Background: an optimization exercise with open tools, aiming at small area and a short achievable clock period. Do not read the settings as production practice.
Only simulation tests tie the RTL to the original design; equivalence was not proved.
Power and IR drop assume default switching activity.

==> flow/design.v (excerpt) <==
module dma_read (
    input  logic        clk,
    input  logic        rst,
    input  logic        s_awvalid,
    output logic        s_awready,
    input  logic [31:0] s_awaddr,
    input  logic        s_wvalid,
    output logic        s_wready,
    input  logic [31:0] s_wdata,
    input  logic [3:0]  s_wstrb,
    output logic        s_bvalid,
    input  logic        s_bready,
    output logic [1:0]  s_bresp,
    input  logic        s_arvalid,
    output logic        s_arready,
    input  logic [31:0] s_araddr,
    output logic        s_rvalid,
    input  logic        s_rready,
    output logic [31:0] s_rdata,
    output logic [1:0]  s_rresp,
    output logic [7:0]  m_arid,
    output logic [31:0] m_araddr,
    output logic [7:0]  m_arlen,
    output logic [2:0]  m_arsize,
    output logic [1:0]  m_arburst,
    output logic        m_arlock,
    output logic [3:0]  m_arcache,
    output logic [2:0]  m_arprot,
    output logic [3:0]  m_arqos,
    output logic [3:0]  m_arregion,
    output logic        m_arvalid,
    input  logic        m_arready,
    input  logic [63:0] m_rdata,
    input  logic        m_rvalid,
    output logic        m_rready,
    output logic [63:0] tdata,
    output logic        tvalid,
    input  logic        tready
);
==> flow/config.mk <==
export PLATFORM = sky130hd
export DESIGN_NAME = dma_read
export DESIGN_NICKNAME = dma_read
export VERILOG_FILES = /design/flow/design.v
export SDC_FILE = /design/flow/constraint.sdc
export NUM_CORES = 4
export LEC_CHECK = 0
export CAP_MARGIN = 20
export CORE_MARGIN = 2
export CORE_UTILIZATION = 65
export CTS_CLUSTER_DIAMETER = 110
export CTS_CLUSTER_SIZE = 30
export SETUP_SLACK_MARGIN = 2.8
export SLEW_MARGIN = 20
==> flow/constraint.sdc <==
create_clock -name core_clock -period 5.0 [get_ports {clk}]
set_input_delay 1.0000 -clock core_clock [delete_from_list [all_inputs] [get_ports {clk}]]
set_output_delay 1.0000 -clock core_clock [all_outputs]
set_load 0.01 [all_outputs]
standard.sh (not shown) runs the stock make flow with config.mk's settings and CLKGATE_MAP_FILE= SYNTH_SCRIPT=/design/flow/synth_recipe.tcl, a recipe that flattens the netlist after the stock synthesis.
==> flow/flow/run.sh <==
#!/bin/bash
# Layout flow: the standard ORFS flow, with the ports buffered by
# plain buffers (buf_2) instead of the delay cells buffer_ports picks by
# itself.  Every tool's output goes to a log file in this folder; ORFS
# keeps its per-step logs under orfs/logs.
set -euo pipefail
export BUFFER_PORTS_ARGS="-buffer_cell sky130_fd_sc_hd__buf_2"
bash standard.sh > standard_flow.log 2>&1
==> next run, changes <==
CORE_UTILIZATION = 75   (was 65)
CTS_CLUSTER_DIAMETER = 100   (was 110)
CTS_CLUSTER_SIZE = 25   (was 30)
Effect: Setup slack gets better by 6.9 ps. Die area came out lower by 13%. Clock skew came out lower by 9.4 ps. Routed wire length came out lower by 2.9%. Synthesized cell count stays the same. Count of clock-buffer cells in the layout came out higher by 18. Global-route usage came out higher by 4.1 points. Power came out higher by 2.0%. Via count came out higher by 2.9%. Synthesized area is unchanged. Cell area barely changes.
==> next run, changes <==
CORE_UTILIZATION = 72   (was 75)
CTS_CLUSTER_DIAMETER = 110   (was 100)
CTS_CLUSTER_SIZE = 30   (was 25)
SETUP_SLACK_MARGIN = 2.7   (was 2.8)
=>
- wire length drops by 0.92%
- worst setup slack gets worse by 17 ps
- final cell count barely changes
- non-clock buffer count drops by 2
- die area rises by 4.1%
- final area decreases by 1.2%
- fmax drops by 0.69%
- sequential power is about the same
- core utilization shrinks by 4.4 points
- synthesized cell count is unchanged
- total power came out lower by 3.5%
==> next run, changes <==
--- a/flow/flow/run.sh
+++ b/flow/flow/run.sh
@@ -3 +3 @@
-# plain buffers (buf_2) instead of the delay cells buffer_ports picks by
+# plain buffers (buf_1) instead of the delay cells buffer_ports picks by
@@ -7 +7 @@
-export BUFFER_PORTS_ARGS="-buffer_cell sky130_fd_sc_hd__buf_2"
+export BUFFER_PORTS_ARGS="-buffer_cell sky130_fd_sc_hd__buf_1"
CORE_UTILIZATION = 75   (was 72)
CTS_CLUSTER_DIAMETER = 105   (was 110)
CTS_CLUSTER_SIZE = 28   (was 30)
SETUP_SLACK_MARGIN = 2.8   (was 2.7)
=> Power rose slightly; non-clock buffer count went up by 4; die area came out lower by a few percent; sequential power stays flat; flip-flop and latch count stays the same; cell area rises slightly; clock skew stays flat; hold slack is about the same; global-route usage came out higher by 1.5 points; critical path depth rises by 6.


build 32:
Starting RTL as in the previous note.
Settings: LEC_CHECK=0, CAP_MARGIN=20, CORE_MARGIN=2, CORE_UTILIZATION=70, CTS_CLUSTER_DIAMETER=110, CTS_CLUSTER_SIZE=28, SETUP_SLACK_MARGIN=2.65, SLEW_MARGIN=20; clock period 5.0 ns.
==> flow/flow/run.sh <==
#!/bin/bash
# Layout flow: the standard ORFS flow, with the ports buffered by
# plain buffers (buf_2) instead of the delay cells buffer_ports picks by
# itself.  Every tool's output goes to a log file in this folder; ORFS
# keeps its per-step logs under orfs/logs.
set -euo pipefail
export BUFFER_PORTS_ARGS="-buffer_cell sky130_fd_sc_hd__buf_2"
bash standard.sh > standard_flow.log 2>&1
For build 69, these inputs were changed with respect to build 32:
Settings: changing CTS_CLUSTER_SIZE from 28 to 25; changing CTS_CLUSTER_DIAMETER from 110 to 100; changing SETUP_SLACK_MARGIN from 2.65 to 2.7.
Results
[compare] base=build 32 new=build 69: met2 layer usage reported by global route rose by 0.26 points; maximum level of the CTS H-tree rose by 1; count of clock-buffer cells in the layout fell by 1.1%; switching power share of the total fell by 0.25 points.
| fraction of cell area in non-clock buffers | build 69 vs build 32 | 0.16 points higher |
Relative to build 32, post-route cell area has increased by 430 um2 in build 69.
Compared with build 32, build 69 shows a power that is about 2% higher.
Relative to build 32, first-iteration DRC count increased by 642 in build 69.
Higher relative area change from synthesis to final layout among build 69 and build 32: build 69
Count of inserted antenna diode cells for build 69: 6 down relative to build 32
Setup changes, build 69 to build 3
Settings: a change of SETUP_SLACK_MARGIN from 2.7 to 2.8; a change of CORE_UTILIZATION from 70 to 65.
--- outcome ---
In the final reports, the cell area of build 3 is larger than that of build 69. Delta (build 3 minus build 69): clock share of power held steady, total instance count after detailed placement grew by 0.83%. Tapcell count grows by a few percent when moving from build 69 to build 3. Height of the chip up about 3.7% in build 3 wrt build 69. Area used by sequential logic in the layout of build 69 is on par with build 3.
Setup changes, build 3 to build 62
Settings: CTS_CLUSTER_DIAMETER changed from 100 to 110; CORE_UTILIZATION changed from 65 to 70; CTS_CLUSTER_SIZE changed from 25 to 28; SETUP_SLACK_MARGIN changed from 2.8 to 2.7.
--- outcome ---
Build 3 has a higher total power divided by cell area than build 62.
| height of the die | build 62 vs build 3 | about 3.6% lower |
The origin of the worst setup path comes out s_bready in one run and s_rready in the other, namely in build 62 and build 3 respectively.
Relative to build 3, the all-layer global routing usage of build 62 is higher by 1.5 points.
When build 62 is set beside build 3, its net switching power of the design turns out to be about 4% smaller.
Build 62 vs build 3: cell count down slightly
Slowest cell on the critical path: sky130_fd_sc_hd__o21a_1 -> build 62, sky130_fd_sc_hd__nand2b_4 -> build 3
On hold slack, build 3 and build 62 are basically level.
Compared with build 3, in build 62 final period utilization went down, global-route wire length before repair went down, aggregate routed wire length went down, pre-CTS setup slack went down.
Max post-CTS setup buffer count across build 3 and build 62: build 3
[inputs] build 58 vs build 62
Settings: CTS_CLUSTER_SIZE changed from 28 to 25; CORE_UTILIZATION changed from 70 to 65; CTS_CLUSTER_DIAMETER changed from 110 to 100; SETUP_SLACK_MARGIN changed from 2.7 to 2.8.
diff --git a/flow/flow/run.sh b/flow/flow/run.sh
--- a/flow/flow/run.sh
+++ b/flow/flow/run.sh
@@ -3 +3 @@
-# plain buffers (buf_2) instead of the delay cells buffer_ports picks by
+# plain buffers (buf_1) instead of the delay cells buffer_ports picks by
@@ -7 +7 @@
-export BUFFER_PORTS_ARGS="-buffer_cell sky130_fd_sc_hd__buf_2"
+export BUFFER_PORTS_ARGS="-buffer_cell sky130_fd_sc_hd__buf_1"
==> comparison <==
Build 58 did not stop at any stage, and its layout met the timing, design-rule and antenna checks. The final layout from build 62, which completed every stage, passed the timing, design-rule and antenna checks at the end of the flow. Re number of buffers and inverters on the critical path: no difference whatsoever between build 58 and build 62. When build 58 is set beside build 62, its switching share of total power turns out to be 0.37 points larger. Diff build 58 and build 62: growth of design area from synthesis to finish higher in build 58.

## what the ideal ports hide
Ports are ideal in the flow. The routed layouts listed here were re-timed in OpenROAD. Step 1, drivers: a clkbuf_16 drives clk and a buf_2 each remaining input, both assumed. Step 2 moves the port delays by t, midway between the first and last clock arrival at a register: inputs arrive t later, outputs are due t later. That takes back most of the time a late clock gives input paths. Slacks: ideal / step 1 / step 2; pairs: ideal / step 1.
run | t, ns | setup slack, ns | hold WS [ns] | worst slew at a driven data input, ns
the first run of note 1 | 0.745 | 2.600 / 2.552 / 2.078 | 0.511 / 0.507 / 0.511 | 0.13
the second run of note 1 | 0.712 | 2.607 / 2.559 / 2.070 | 0.506 / 0.506 / 0.506 | 0.14
the third run of note 1 | 0.738 | 2.590 / 2.546 / 2.016 | 0.521 / 0.517 / 0.521 | 0.15
the fourth run of note 1 | 0.744 | 2.556 / 2.552 / 2.045 | 0.520 / 0.511 / 0.520 | 0.12
build 32 | 0.746 | 2.575 / 2.534 / 2.020 | 0.502 / 0.501 / 0.502 | 0.14
build 69 | 0.702 | 2.615 / 2.570 / 2.058 | 0.514 / 0.514 / 0.514 | 0.12
build 3 | 0.702 | 2.585 / 2.538 / 2.104 | 0.513 / 0.513 / 0.513 | 0.13
build 62 | 0.736 | 2.617 / 2.572 / 2.047 | 0.511 / 0.502 / 0.511 | 0.12
build 58 | 0.716 | 2.590 / 2.548 / 2.079 | 0.497 / 0.497 / 0.497 | 0.13
After both steps every run listed still meets setup and hold. For the third run of note 1, which loses most, drivers alone change the setup slack by -0.044 ns; drivers and shift together by -0.574 ns.
